Background: an optimization exercise with open tools, aiming at small area, a short achievable clock period and few clock cycles per item. Do not read the settings as production practice.

## aes128_block_cipher
module aes128_block_cipher (
    input  logic          aclk,
    input  logic          aresetn,
    input  logic          cfg_wr_en,
    input  logic [1:0]    cfg_index,
    input  logic [63:0]   cfg_data,
    input  logic          s_valid,
    output logic          s_ready,
    input  logic [63:0]   s_block_upper,
    input  logic [63:0]   s_block_lower,
    output logic          m_valid,
    input  logic          m_ready,
    output logic [63:0]   m_result_upper,
    output logic [63:0]   m_result_lower
);
==> flow/config.mk <==
export PLATFORM = sky130hd
export DESIGN_NAME = aes128_block_cipher
export DESIGN_NICKNAME = aes128_block_cipher
export VERILOG_FILES = /design/flow/design.v
export SDC_FILE = /design/flow/constraint.sdc
export NUM_CORES = 8
export LEC_CHECK = 0
export ABC_AREA = 1
export CAP_MARGIN = 30
export CORE_MARGIN = 2
export CORE_UTILIZATION = 45
export PLACE_DENSITY = 0.6
export SETUP_SLACK_MARGIN = 5.0
export SLEW_MARGIN = 30
==> flow/constraint.sdc <==
create_clock -name core_clock -period 8.0 [get_ports {aclk}]
set_input_delay 1.6000 -clock core_clock [delete_from_list [all_inputs] [get_ports {aclk}]]
set_output_delay 1.6000 -clock core_clock [all_outputs]
set_load 0.01 [all_outputs]
run.sh (not shown) runs the stock make flow with config.mk's settings and CLKGATE_MAP_FILE= SYNTH_SCRIPT=/design/flow/synth_recipe.tcl, a recipe that flattens the netlist after the stock synthesis.
Edit:
--- a/flow/design.v
+++ b/flow/design.v
@@ -163,24 +163,21 @@
     logic [3:0]   rnd5;
     logic [3:0]   rnd6;
     logic [3:0]   rnd7;
     logic [127:0] oa, ob, oc;
     logic         oa_v, ob_v, oc_v;
     logic         s_ready_r;
     wire [127:0] kfirst = kdec ? k10_r : key_r;
     wire key_wr   = cfg_wr_en & ~cfg_index[1];
     wire kready   = (kcnt == 7'd0) | (kcnt == (kexp ? 7'd20 : 7'd40));
     wire done     = sv[7] & lst[7];
-    wire stall    = done & oc_v;
-    wire push     = done & ~stall;
-    wire adv      = ~oa_v | m_ready;
-    wire ob_ld    = (adv & ob_v) | ~ob_v;
+    wire stall    = done & oa_v & ob_v;
     wire ld_a     = kready & (~dir_r | k10_ok);
     assign s_ready = s_ready_r;
     wire load     = s_valid & s_ready_r;
     wire expand   = (kcnt == 7'd0) & ~|sv & dir_r & ~k10_ok & ~key_wr;
     wire kstart   = (load & ld_a) | expand;
     wire [127:0] ld_in = {s_block_upper, s_block_lower} ^ kfirst;
     wire [127:0] ld_xa;
     assign ld_xa[120] = ~(ld_in[122] ^ ld_in[125] ^ ld_in[127]);
     assign ld_xa[121] = (ld_in[123] ^ ld_in[126] ^ ld_in[120]);
     assign ld_xa[122] = ~(ld_in[124] ^ ld_in[127] ^ ld_in[121]);
@@ -8349,29 +8346,29 @@
             end else begin
                 kcnt_n = kcnt + 7'd1;
             end
             if (c_last) k10_ok_n = 1'b1;
         end
         if (!stall) begin
             sv_n   = {sv[6:0], load | (sv[7] & ~lst[7])};
             rnd0_n = load ? 4'd1 : rnd7 + 4'd1;
             lst_n  = {lst[6], lst[5], lst[4], rnd3 == 4'd9, lst[2], lst[1], lst[0], ~load & (rnd7 == 4'd9)};
         end
+        oc_v_n = 1'b0;
         oa_v_n = oa_v;
         ob_v_n = ob_v;
-        oc_v_n = oc_v;
-        if (adv) oa_v_n = ob_v;
-        if (ob_ld) begin
-            ob_v_n = oc_v | push;
-            oc_v_n = oc_v & push;
-        end else if (push) begin
-            oc_v_n = 1'b1;
+        if (oa_v && m_ready) begin
+            oa_v_n = ob_v | (done & ~stall);
+            ob_v_n = 1'b0;
+        end else if (done && !stall) begin
+            if (oa_v) ob_v_n = 1'b1;
+            else oa_v_n = 1'b1;
         end
         kdec_n = dir_n & k10_ok_n;
     end
     logic       first_n, klast_n;
     logic [1:0] src_n, step_n;
     logic [7:0] rcon_n;
     always_comb begin
         first_n = 1'b0; src_n = 2'b1; step_n = '0; klast_n = 1'b0; rcon_n = 8'h00;
         if (kexp_n) begin
             first_n = (kcnt_n <= 7'd1) | (kcnt_n >= 7'd20);
@@ -8432,21 +8429,21 @@
             endcase
         end
         if (kcnt_n == 7'd0) begin
             first_n = 1'b1;
             step_n  = '0;
             klast_n = 1'b0;
         end
     end
     wire       kready_n = (kcnt_n == 7'd0) | (kcnt_n == (kexp_n ? 7'd20 : 7'd40));
     wire       done_n   = sv_n[7] & lst_n[7];
-    wire       stall_n  = done_n & oc_v_n;
+    wire       stall_n  = done_n & oa_v_n & ob_v_n;
     wire       lda_n    = kready_n & (~dir_n | k10_ok_n);
     wire       ldb_n    = (kcnt_n != 7'd0) & (kcnt_n < 7'd8) & ~kexp_n;
     wire       s_ready_n = ~stall_n & (lda_n | ldb_n);
     always_ff @(posedge aclk) begin
         if (!aresetn) begin
             key_r     <= '0;
             dir_r     <= 1'b0;
             k10_ok    <= 1'b0;
             kcnt      <= '0;
             kexp      <= 1'b0;
@@ -8504,18 +8501,21 @@
             rnd2 <= rnd1;
             rnd3 <= rnd2;
             rnd4 <= rnd3 + 4'd1;
             rnd5 <= rnd4;
             rnd6 <= rnd5;
             rnd7 <= rnd6;
             if (c_step[0]) w0 <= knext;
             if (c_step[1]) w1 <= knext;
             if (c_last) k10_r <= knext;
         end
-        if (adv) oa <= ob;
-        if (ob_ld) ob <= oc_v ? oc : z1;
-        else if (push) oc <= z1;
+        if (oa_v && m_ready) begin
+            oa <= ob_v ? ob : z1;
+        end else if (done && !stall) begin
+            if (oa_v) ob <= z1;
+            else oa <= z1;
+        end
     end
     assign m_valid        = oa_v;
     assign m_result_upper = oa[127:64];
     assign m_result_lower = oa[63:0];
 endmodule
What happened: The new run completed without violations; worst setup slack degrades by 12 ps; die area fell by a few percent; final area falls by a few percent; critical path depth does not change; core utilization drops by 0.10 points; hold slack is worse by 9.8 ps; via count goes down slightly; synthesized cell count went down slightly; cell count goes down by a few percent; wire length shrinks slightly; global-route usage goes up by 0.17 points.
Function was not checked in any run of this note: the RTL went through the layout flow alone.

## what the ideal ports hide
No port has a modelled driver above. Below, the same layouts with a new extraction and two added sets of constraints.
Step 1 (the two cells are an assumption about what drives the block):
set clk [get_ports {aclk}]
set_driving_cell -lib_cell sky130_fd_sc_hd__clkbuf_16 $clk
set_driving_cell -lib_cell sky130_fd_sc_hd__buf_2 [delete_from_list [all_inputs] $clk]
Step 2, shift: input delay + t, output delay - t, t = (earliest + latest rising clock arrival at the registers) / 2. This alone moves slack from input paths to output paths.
Slacks: ideal / step 1 / step 2; pairs: ideal / step 1.
| run | t, ns | setup slack, ns | worst slew at a driven data input, ns |
|---|---|---|---|
| the first run | 1.060 | 4.493 / 4.387 / 3.888 | 0.18 |
| the second run | 1.097 | 4.480 / 4.355 / 3.932 | 0.21 |
After both steps setup and hold are still met in every run listed. For the first run, which loses most, drivers alone change the setup slack by -0.106 ns; drivers and shift together by -0.605 ns.
